This is an optimization exercise on Yosys and OpenROAD, whose aim is small area, a short achievable clock period and few clock cycles per item, not a production implementation.
In this exercise RTL edits were held to simulation tests only and were not proved equivalent to the original.
Power figures rest on the tool's default switching activity, not on a simulated workload.

### design/flow/design.v
`timescale 1ns / 1ps
package gmr_pkg;
  localparam int unsigned MAX_REGIONS_DEF = 16;
  localparam int unsigned KIND_W   = 2;
  localparam int unsigned ADDR_W   = 64;
  localparam int unsigned STATUS_W = 3;
  localparam int unsigned RIDX_W   = 4;
  localparam int unsigned PSL_W    = 5;
  localparam int unsigned ENTRY_W = 2 * ADDR_W + 1;
  localparam int unsigned CFG_IDX_W  = 2;
  localparam int unsigned CFG_DATA_W = 32;
  localparam logic [CFG_IDX_W-1:0] CFG_PAGE_SIZE_LOG2 = 2'd0;
  localparam logic [CFG_IDX_W-1:0] CFG_ADDS_ALLOWED   = 2'd1;
  localparam logic [PSL_W-1:0]     PSL_RESET          = 5'd12;
  localparam logic [KIND_W-1:0] KIND_ADD   = 2'd0;
  localparam logic [KIND_W-1:0] KIND_MAP   = 2'd1;
  localparam logic [KIND_W-1:0] KIND_CLEAR = 2'd2;
  localparam logic [STATUS_W-1:0] ST_OK       = 3'd0;
  localparam logic [STATUS_W-1:0] ST_INVALID  = 3'd1;
  localparam logic [STATUS_W-1:0] ST_BUSY     = 3'd2;
  localparam logic [STATUS_W-1:0] ST_OVERFLOW = 3'd3;
  localparam logic [STATUS_W-1:0] ST_FULL     = 3'd4;
  localparam logic [STATUS_W-1:0] ST_UNMAPPED = 3'd5;
  typedef struct packed {
    logic [STATUS_W-1:0] status;
    logic [RIDX_W-1:0]   region_index;
    logic [ADDR_W-1:0]   offset;
    logic [ADDR_W-1:0]   granted_length;
    logic                full_span;
  } res_t;
endpackage
`timescale 1ns / 1ps
module gmr_ram #(
  parameter int unsigned Width = 8,
  parameter int unsigned Depth = 16
) (
  input  logic                                    clk_i,
  input  logic                                    we_i,
  input  logic [$clog2(Depth > 1 ? Depth : 2)-1:0] waddr_i,
  input  logic [Width-1:0]                        wdata_i,
  input  logic [$clog2(Depth > 1 ? Depth : 2)-1:0] raddr_i,
  output logic [Width-1:0]                        rdata_o
);
  logic [Width-1:0] mem_q [Depth];
  logic [Width-1:0] rdata_q;
  always_ff @(posedge clk_i) begin
    if (we_i) begin
      mem_q[waddr_i] <= wdata_i;
    end
    rdata_q <= mem_q[raddr_i];
  end
  assign rdata_o = rdata_q;
endmodule
`timescale 1ns / 1ps
module guest_memory_region_map_unit #(
  parameter int unsigned MaxRegions = gmr_pkg::MAX_REGIONS_DEF
) (
  input  logic                             clk_i,
  input  logic                             rst_ni,
  input  logic                             in_valid_i,
  output logic                             in_stall_o,
  input  logic [gmr_pkg::KIND_W-1:0]       kind_i,
  input  logic [gmr_pkg::ADDR_W-1:0]       address_i,
  input  logic [gmr_pkg::ADDR_W-1:0]       length_i,
  input  logic                             write_access_i,
  input  logic                             read_only_i,
  output logic                             out_valid_o,
  input  logic                             out_stall_i,
  output logic [gmr_pkg::STATUS_W-1:0]     status_o,
  output logic [gmr_pkg::RIDX_W-1:0]       region_index_o,
  output logic [gmr_pkg::ADDR_W-1:0]       offset_o,
  output logic [gmr_pkg::ADDR_W-1:0]       granted_length_o,
  output logic                             full_span_o,
  input  logic                             cfg_valid_i,
  output logic                             cfg_ready_o,
  input  logic [gmr_pkg::CFG_IDX_W-1:0]    cfg_index_i,
  input  logic [gmr_pkg::CFG_DATA_W-1:0]   cfg_data_i
);
  localparam int unsigned AW   = gmr_pkg::ADDR_W;
  localparam int unsigned IdxW = $clog2(MaxRegions > 1 ? MaxRegions : 2);
  localparam int unsigned CntW = $clog2(MaxRegions + 1);
  logic [gmr_pkg::PSL_W-1:0] psl_q;
  logic                      adds_q;
  logic en;
  logic                       r0_v;
  logic [gmr_pkg::KIND_W-1:0] r0_kind;
  logic [AW-1:0]              r0_addr, r0_len;
  logic                       r0_wr, r0_ro;
  logic                       r1_v;
  logic [gmr_pkg::KIND_W-1:0] r1_kind;
  logic [AW-1:0]              r1_addr, r1_len, r1_end, r1_key;
  logic                       r1_wr, r1_ro, r1_lz, r1_wrap, r1_mis;
  logic                         r2_v, r2_map;
  logic [MaxRegions-1:0]        r2_hit;
  logic [AW-1:0]                r2_addr, r2_len, r2_end;
  logic                         r2_wr;
  logic [gmr_pkg::STATUS_W-1:0] r2_st;
  logic [gmr_pkg::RIDX_W-1:0]   r2_idx;
  logic [AW-1:0]         tb_base [MaxRegions];
  logic [AW-1:0]         tb_end  [MaxRegions];
  logic [MaxRegions-1:0] tb_ro;
  logic [CntW-1:0]       used_q;
  logic [AW-1:0]         total_q;
  logic          o_v, s_v;
  gmr_pkg::res_t o_res, s_res, res_new;
  assign en          = !s_v;
  assign in_stall_o  = s_v;
  assign cfg_ready_o = 1'b1;
  always_ff @(posedge clk_i or negedge rst_ni) begin
    if (!rst_ni) begin
      psl_q  <= gmr_pkg::PSL_RESET;
      adds_q <= 1'b1;
    end else if (cfg_valid_i) begin
      if (cfg_index_i == gmr_pkg::CFG_PAGE_SIZE_LOG2) psl_q <= cfg_data_i[gmr_pkg::PSL_W-1:0];
      if (cfg_index_i == gmr_pkg::CFG_ADDS_ALLOWED)   adds_q <= cfg_data_i[0];
    end
  end
  always_ff @(posedge clk_i or negedge rst_ni) begin
    if (!rst_ni) r0_v <= 1'b0;
    else if (en)  r0_v <= in_valid_i;
  end
  always_ff @(posedge clk_i) begin
    if (en) begin
      r0_kind <= kind_i;
      r0_addr <= address_i;
      r0_len  <= length_i;
      r0_wr   <= write_access_i;
      r0_ro   <= read_only_i;
    end
  end
  logic [AW:0]   s1_sum;
  logic [AW-1:0] s1_mask;
  assign s1_sum  = {1'b0, r0_addr} + {1'b0, r0_len};
  assign s1_mask = (AW'(1) << psl_q) - AW'(1);
  always_ff @(posedge clk_i or negedge rst_ni) begin
    if (!rst_ni) r1_v <= 1'b0;
    else if (en)  r1_v <= r0_v;
  end
  always_ff @(posedge clk_i) begin
    if (en) begin
      r1_kind <= r0_kind;
      r1_addr <= r0_addr;
      r1_len  <= r0_len;
      r1_end  <= s1_sum[AW-1:0];
      r1_key  <= (r0_kind == gmr_pkg::KIND_MAP) ? r0_addr : s1_sum[AW-1:0];
      r1_wr   <= r0_wr;
      r1_ro   <= r0_ro;
      r1_lz   <= (r0_len == '0);
      r1_wrap <= s1_sum[AW];
      r1_mis  <= ((r0_addr | r0_len) & s1_mask) != '0;
    end
  end
  logic                  s2_map;
  logic [MaxRegions-1:0] s2_match;
  logic                  s2_any;
  logic [AW:0]           s2_tot;
  logic                  s2_add_ok;
  logic [gmr_pkg::STATUS_W-1:0] s2_st;
  logic [gmr_pkg::RIDX_W-1:0]   s2_idx;
  assign s2_map = (r1_kind == gmr_pkg::KIND_MAP);
  always_comb begin
    for (int i = 0; i < MaxRegions; i++) begin
      s2_match[i] = (CntW'(i) < used_q) && (r1_addr < tb_end[i]) &&
                    ({tb_base[i], 1'b0} < {r1_key, s2_map});
    end
  end
  assign s2_any = |s2_match;
  assign s2_tot = {1'b0, total_q} + {1'b0, r1_len};
  always_comb begin
    s2_add_ok = 1'b0;
    s2_st     = gmr_pkg::ST_OK;
    s2_idx    = '0;
    unique case (r1_kind)
      gmr_pkg::KIND_ADD: begin
        priority if (r1_lz)                s2_st = gmr_pkg::ST_INVALID;
        else if (!adds_q)                  s2_st = gmr_pkg::ST_BUSY;
        else if (s2_tot[AW] || r1_wrap)    s2_st = gmr_pkg::ST_OVERFLOW;
        else if (r1_mis)                   s2_st = gmr_pkg::ST_INVALID;
        else if (s2_any)                   s2_st = gmr_pkg::ST_BUSY;
        else if (used_q >= CntW'(MaxRegions)) s2_st = gmr_pkg::ST_FULL;
        else begin
          s2_add_ok = 1'b1;
          s2_idx    = gmr_pkg::RIDX_W'(used_q);
        end
      end
      gmr_pkg::KIND_MAP: begin
        if (r1_lz || r1_wrap) s2_st = gmr_pkg::ST_INVALID;
      end
      gmr_pkg::KIND_CLEAR: begin
      end
      default: s2_st = gmr_pkg::ST_INVALID;
    endcase
  end
  always_ff @(posedge clk_i or negedge rst_ni) begin
    if (!rst_ni) begin
      used_q  <= '0;
      total_q <= '0;
    end else if (en && r1_v) begin
      if (r1_kind == gmr_pkg::KIND_CLEAR) begin
        used_q  <= '0;
        total_q <= '0;
      end else if (s2_add_ok) begin
        used_q  <= used_q + CntW'(1);
        total_q <= s2_tot[AW-1:0];
      end
    end
  end
  always_ff @(posedge clk_i) begin
    for (int i = 0; i < MaxRegions; i++) begin
      if (en && r1_v && s2_add_ok && used_q[IdxW-1:0] == IdxW'(i)) begin
        tb_base[i] <= r1_addr;
        tb_end[i]  <= r1_key;
        tb_ro[i]   <= r1_ro;
      end
    end
  end
  always_ff @(posedge clk_i or negedge rst_ni) begin
    if (!rst_ni) r2_v <= 1'b0;
    else if (en)  r2_v <= r1_v;
  end
  always_ff @(posedge clk_i) begin
    if (en) begin
      r2_map  <= s2_map && !r1_lz && !r1_wrap;
      r2_hit  <= s2_match;
      r2_addr <= r1_addr;
      r2_len  <= r1_len;
      r2_end  <= r1_end;
      r2_wr   <= r1_wr;
      r2_st   <= s2_st;
      r2_idx  <= s2_idx;
    end
  end
  logic [AW-1:0]              s3_base, s3_end, s3_off, s3_avail;
  logic                       s3_ro, s3_any, s3_full;
  logic [gmr_pkg::RIDX_W-1:0] s3_idx;
  always_comb begin
    s3_base = '0;
    s3_end  = '0;
    s3_ro   = 1'b0;
    s3_idx  = '0;
    for (int i = 0; i < MaxRegions; i++) begin
      s3_base = s3_base | (tb_base[i] & {AW{r2_hit[i]}});
      s3_end  = s3_end  | (tb_end[i]  & {AW{r2_hit[i]}});
      s3_ro   = s3_ro   | (tb_ro[i] & r2_hit[i]);
      s3_idx  = s3_idx  | (gmr_pkg::RIDX_W'(i) & {gmr_pkg::RIDX_W{r2_hit[i]}});
    end
  end
  assign s3_any   = |r2_hit;
  assign s3_off   = r2_addr - s3_base;
  assign s3_avail = s3_end - r2_addr;
  assign s3_full  = (r2_end <= s3_end);
  always_comb begin
    res_new = '0;
    if (!r2_map) begin
      res_new.status       = r2_st;
      res_new.region_index = r2_idx;
    end else if (!s3_any) begin
      res_new.status = gmr_pkg::ST_UNMAPPED;
    end else if (r2_wr && s3_ro) begin
      res_new.status = gmr_pkg::ST_INVALID;
    end else begin
      res_new.status         = gmr_pkg::ST_OK;
      res_new.region_index   = s3_idx;
      res_new.offset         = s3_off;
      res_new.granted_length = s3_full ? r2_len : s3_avail;
      res_new.full_span      = s3_full;
    end
  end
  logic push, pop;
  assign push = en && r2_v;
  assign pop  = o_v && !out_stall_i;
  always_ff @(posedge clk_i or negedge rst_ni) begin
    if (!rst_ni) begin
      o_v <= 1'b0;
      s_v <= 1'b0;
    end else begin
      if (!o_v || pop) begin
        o_v <= s_v || push;
        s_v <= 1'b0;
      end else if (push) begin
        s_v <= 1'b1;
      end
    end
  end
  always_ff @(posedge clk_i) begin
    if (!o_v || pop) begin
      o_res <= s_v ? s_res : res_new;
    end
    if (o_v && !pop && push) begin
      s_res <= res_new;
    end
  end
  assign out_valid_o      = o_v;
  assign status_o         = o_res.status;
  assign region_index_o   = o_res.region_index;
  assign offset_o         = o_res.offset;
  assign granted_length_o = o_res.granted_length;
  assign full_span_o      = o_res.full_span;
endmodule
### design/flow/run.sh
#!/bin/bash
# synth_recipe.tcl (not shown) runs the flow's synth.tcl, then flattens the netlist and writes it again
# the make line also repeats each setting of config.mk as NAME=value (left out here)
make -C /OpenROAD-flow-scripts/flow DESIGN_CONFIG=/design/flow/config.mk WORK_HOME=/design/flow/orfs CLKGATE_MAP_FILE= SYNTH_SCRIPT=/design/flow/synth_recipe.tcl finish
### design/flow/config.mk
export PLATFORM = sky130hd
export DESIGN_NAME = guest_memory_region_map_unit
export DESIGN_NICKNAME = guest_memory_region_map_unit
export VERILOG_FILES = /design/flow/design.v
export SDC_FILE = /design/flow/constraint.sdc
export NUM_CORES = 4
export LEC_CHECK = 0
export CAP_MARGIN = 20
export CORE_MARGIN = 2
export CORE_UTILIZATION = 40
export SLEW_MARGIN = 20
### design/flow/constraint.sdc
create_clock -name core_clock -period 8.5 [get_ports {clk_i}]
set_input_delay 1.7000 -clock core_clock [delete_from_list [all_inputs] [get_ports {clk_i}]]
set_output_delay 1.7000 -clock core_clock [all_outputs]
set_load 0.01 [all_outputs]
==> run summary <==
==> registers in the layout (all words and copies together), names as in the netlist, 3 cells and up <==
signal,count
tb_base,1024
tb_end,1024
o_res,136
s_res,136
r0_addr,64
r0_len,64
r1_addr,64
r1_end,64
r1_key,64
r1_len,64
r2_addr,64
r2_end,64
r2_len,64
total_q,64
r2_hit,16
tb_ro,16
psl_q,5
used_q,5
r2_idx,4
r2_st,3
==> cell usage in the layout (no fill, tap or decap), drive strengths merged, types with 72 or more instances in the layout <==
cell type	n
a21oi	983
clkdlybuf4s50	280
a221oi	150
clkinv	135
a21o	460
nand4	501
a211oi	149
ha	2420
nor2b	79
or3	72
a22oi	862
xnor2	140
clkbuf	406
nand3	344
buf	601
o31ai	120
edfxtp	2948
nor2	611
nor4	85
nor3	127
dfrtp	77
nand2	894
xor2	97
o21ai	565
a22o	126
inv	1451
==> worst min path at each step <==
| stage | endpoint | slack, ps | start |
|---|---|---|---|
| final | r2_end[27]$_DFFE_PN_ | 400 | r1_end[27]$_DFFE_PN_ |
| after global routing | r2_end[27]$_DFFE_PN_ | 400 | r1_end[27]$_DFFE_PN_ |
| after CTS | r2_end[27]$_DFFE_PN_ | 390 | r1_end[27]$_DFFE_PN_ |
| after detailed placement | r2_end[27]$_DFFE_PN_ | 400 | r1_end[27]$_DFFE_PN_ |
| after global placement | r2_end[34]$_DFFE_PN_ | 400 | r1_end[34]$_DFFE_PN_ |
| after floorplan | r1_ro$_DFFE_PN_ | 400 | r0_ro$_DFFE_PN_ |
==> worst max-delay path, stage by stage, from the launching register on <==
cell and delay [ps]:
edfxtp_1 1120, inv_1 650, ha_1 530, nand4_1 170
or4_1 580, o22ai_1 560, a221oi_1 180, a21boi_1 750
nor4b_1 190, nor4_2 500, nand4_1 150, buf_4 220
or3_4 410, or3_1 490, nor2_4 200, buf_4 330
buf_4 240
==> kinds of logic after synthesis <==
family                   after synthesis  share of synthesized area (%)
buffers and inverters               1845                           4.04
AND/OR/NAND/NOR                     3041                           8.76
adder cells (fa/ha/maj)             2424                           17.7
XOR/XNOR                             237                           1.21
AO/OA/AOI/OAI                       3925                           15.3
other                                  1                        0.00218
flip-flops                          3028                           52.7
multiplexers                          55                          0.350
==> per-stage QoR <==
stage                     total power [mW]  setup TNS [ps]  setup WS (ps)  hold slack (ps)
after CTS                             72.1               0           1130              392
after global placement                57.2               0           1360              401
final                                 73.1               0            829              401
after floorplan                       40.7        -2890400          -2910              400
after global routing                  75.8               0            981              399
after detailed placement              57.5               0           1260              405
==> layout make-up <==
cell class	count	area (µm²)	area share, %
sequential	3028	90500	45.9
inverter	1439	5410	2.74
timing repair buffer	883	8830	4.48
multi-input combinational	9683	74700	37.9
clock buffer	404	8710	4.42
antenna	18	45.0	0.0228
clock inverter	196	1850	0.936
tap	5687	7120	3.61
==> per-layer routing <==
metal  wire length, µm  track usage, %  up-vias
li1                  -               -    57700
met1            281000            42.3    66500
met2            303000            47.5     7833
met3             77700            7.24     1599
met4             54000            19.9       30
met5               199               0        -
==> power by group through the flow <==
stage	combinational, mW	clock [mW]	sequential [mW]
after floorplan	18.1	0	22.6
after global placement	34.5	0	22.7
after detailed placement	34.8	0	22.7
after CTS	35.0	14.6	22.4
after global routing	38.1	15.2	22.5
final	36.0	14.6	22.5
==> results.json <==
{
  "grt_max_degree": 168,
  "drt-vias-per-instance": 6.26,
  "outcome": "complete, no violations",
  "dp_hpwl_mm": 542,
  "post_drt_wl_per_cell_um": 33.6,
  "cap_violations": 0,
  "hold_path_class": "reg -> reg",
  "fin_skew_ps": 60.7,
  "grt_util_all_layers_pct": 32.0,
  "critical_path_source_type": "register",
  "dp.cells": 20700,
  "final_cell_area_um2": 197000,
  "antenna_violating_nets_post_route": 0,
  "dr.first_iter.drc_count": 18900,
  "design.die.area_um2": 435000,
  "postSynthAreaPerCell_um2": 11.8,
  "placementRows": 240,
  "detail_route.wirelength_mm": 716,
  "grt_setup_unrepaired": "no",
  "synth-main-ff-cell": "edfxtp_1",
  "postSynth.asyncResetShare_pct": 2.64,
  "final_hold_viol_count": 0,
  "antenna_found_initial": 51,
  "max_freq_mhz": 130,
  "ctsResizeCount": 0,
  "route.detailed.drc": 0,
  "first_global_vias": 125000,
  "power.internal_mw": 39.5,
  "post_route_cells_drive_above_1_share_pct": 7.75,
  "timing.final.setup_violations": 0,
  "clkSinkCount": 3028,
  "timing.reg2reg.setup_slack_ps": 830,
  "max_slew.worst_pin.slew_ps": 1300,
  "io_buffers": 281,
  "place_area_um2": 187000,
  "dr.pass1.iters": 6,
  "min_period_over_period_pct": 90.2,
  "timing.final.max_slew_violations": 0,
  "clk_latency_ps": 990,
  "cts_tree": "built",
  "syn_to_final_growth_pct": 14.8,
  "ctsLongestPathBuffers": 4,
  "top_count_cell_post_synth": "edfxtp_1",
  "worst_setup_path_startpoint": "r1_key[30]$_DFFE_PN_",
  "final_critical_period_ps": 7670,
  "postCtsHoldBufs": 0,
  "rr_endpoint": "tb_base[5][55]$_DFFE_PP_",
  "grt.overflow.total": 0,
  "postSynthRegisterBits": 3028,
  "timing.hold.worst_path_depth": 0,
  "postSynthNetCount": 17200,
  "worst_endpoint_required_time_ps": 9150,
  "yosys_warnings": 3,
  "cts_max_level": 5,
  "power_frac_comb_pct": 49.3,
  "synthesis.area_um2": 172000,
  "leakage_power_figure_nw": 81.2,
  "core_um2": 427000,
  "power.share.sequential_pct": 30.8,
  "layout.nets": 18000,
  "clockPowerShare_pct": 20.0,
  "wire_length_of_the_first_global_routing_pass_mm": 981,
  "worst_r2r_startpoint": "r1_key[30]$_DFFE_PN_",
  "post-route-util_pct": 46.1,
  "setup.worst_path.end_class": "register",
  "cts_clk_pin_slew_worst_paths_ps": 60,
  "dieWidth_um": 659,
  "clock-root-buffer": "clkbuf_16",
  "numCtsBuffers": 331,
  "finalNonFillerCells": 21300,
  "gp_routability_congestion": 1.01,
  "cts.repair_timing.setup_buffer_count": 0,
  "timing.critical_path.fanout_max": 17,
  "pwr_density_cell_nw_per_um2": 371,
  "start_util_pct": 40.2,
  "power_switching_mw": 33.6,
  "number_of_enable_type_register_cells_in_the_synthesized_netlist": 2948,
  "post-synth-top-area-fraction_pct": 51.5,
  "timing.max_slew.rel_slack_pct": 12.5,
  "route.vias.total": 134000,
  "worstRegToRegCells": 16,
  "worst-setup-path-type": "reg -> reg",
  "switching_share_pct": 46.0,
  "synth.distinct_cells": 92,
  "die_h_um": 659,
  "syn-instance-count": 14600,
  "worstSetupEndpoint": "tb_base[5][55]$_DFFE_PP_",
  "design.portCount": 310,
  "synth_seq_area_share_pct": 52.7,
  "post_synth_most_frequent_cells": "edfxtp_1 (2,948), ha_1 (2,420), inv_1 (1,437), a21oi_1 (983), nand2_1 (894)",
  "cp.arrival_ps": 8320,
  "vdd.ir_drop.worst_mv": 0.340,
  "cell_type_with_the_highest_aggregate_area_in_the_netlist": "edfxtp_1",
  "fillers": 39000,
  "biggest_area_contributors_in_the_synthesized_netlist": "edfxtp_1 (52%), ha_1 (18%), a22oi_1 (3.8%), inv_1 (3.1%), a21oi_1 (2.9%)"
}
Testbench counts, summed over its fixed seeds: cycles 3,840, items 3,808.

## re-timing with driven ports
In the flow no input, the clock included, has a driving cell. The finished layout below was timed again as built, in two steps.
Step 1 sets driving cells, clkbuf_16 on the clock port and buf_2 on the other inputs (assumed; they add their load-dependent delay and slew).
Step 2 moves the port delays by t, midway between the first and last clock arrival at a register: inputs arrive t later, outputs are due t later. That takes back most of the time a late clock gives input paths.
a / b / c = no drivers / after step 1 / after step 2; a / b = the first two.
t (ns): 1.079
slack for setup (ns): 0.829 / 0.829 / 0.829
hold WS [ns]: 0.401 / 0.401 / 0.401
worst setup path after step 2: register to register
clock arrival spread, ns: 0.063 / 0.062
After both steps setup and hold are still met in this run. The setup slack of this run moves by 0.000 ns with the drivers and by 0.000 ns with both steps.
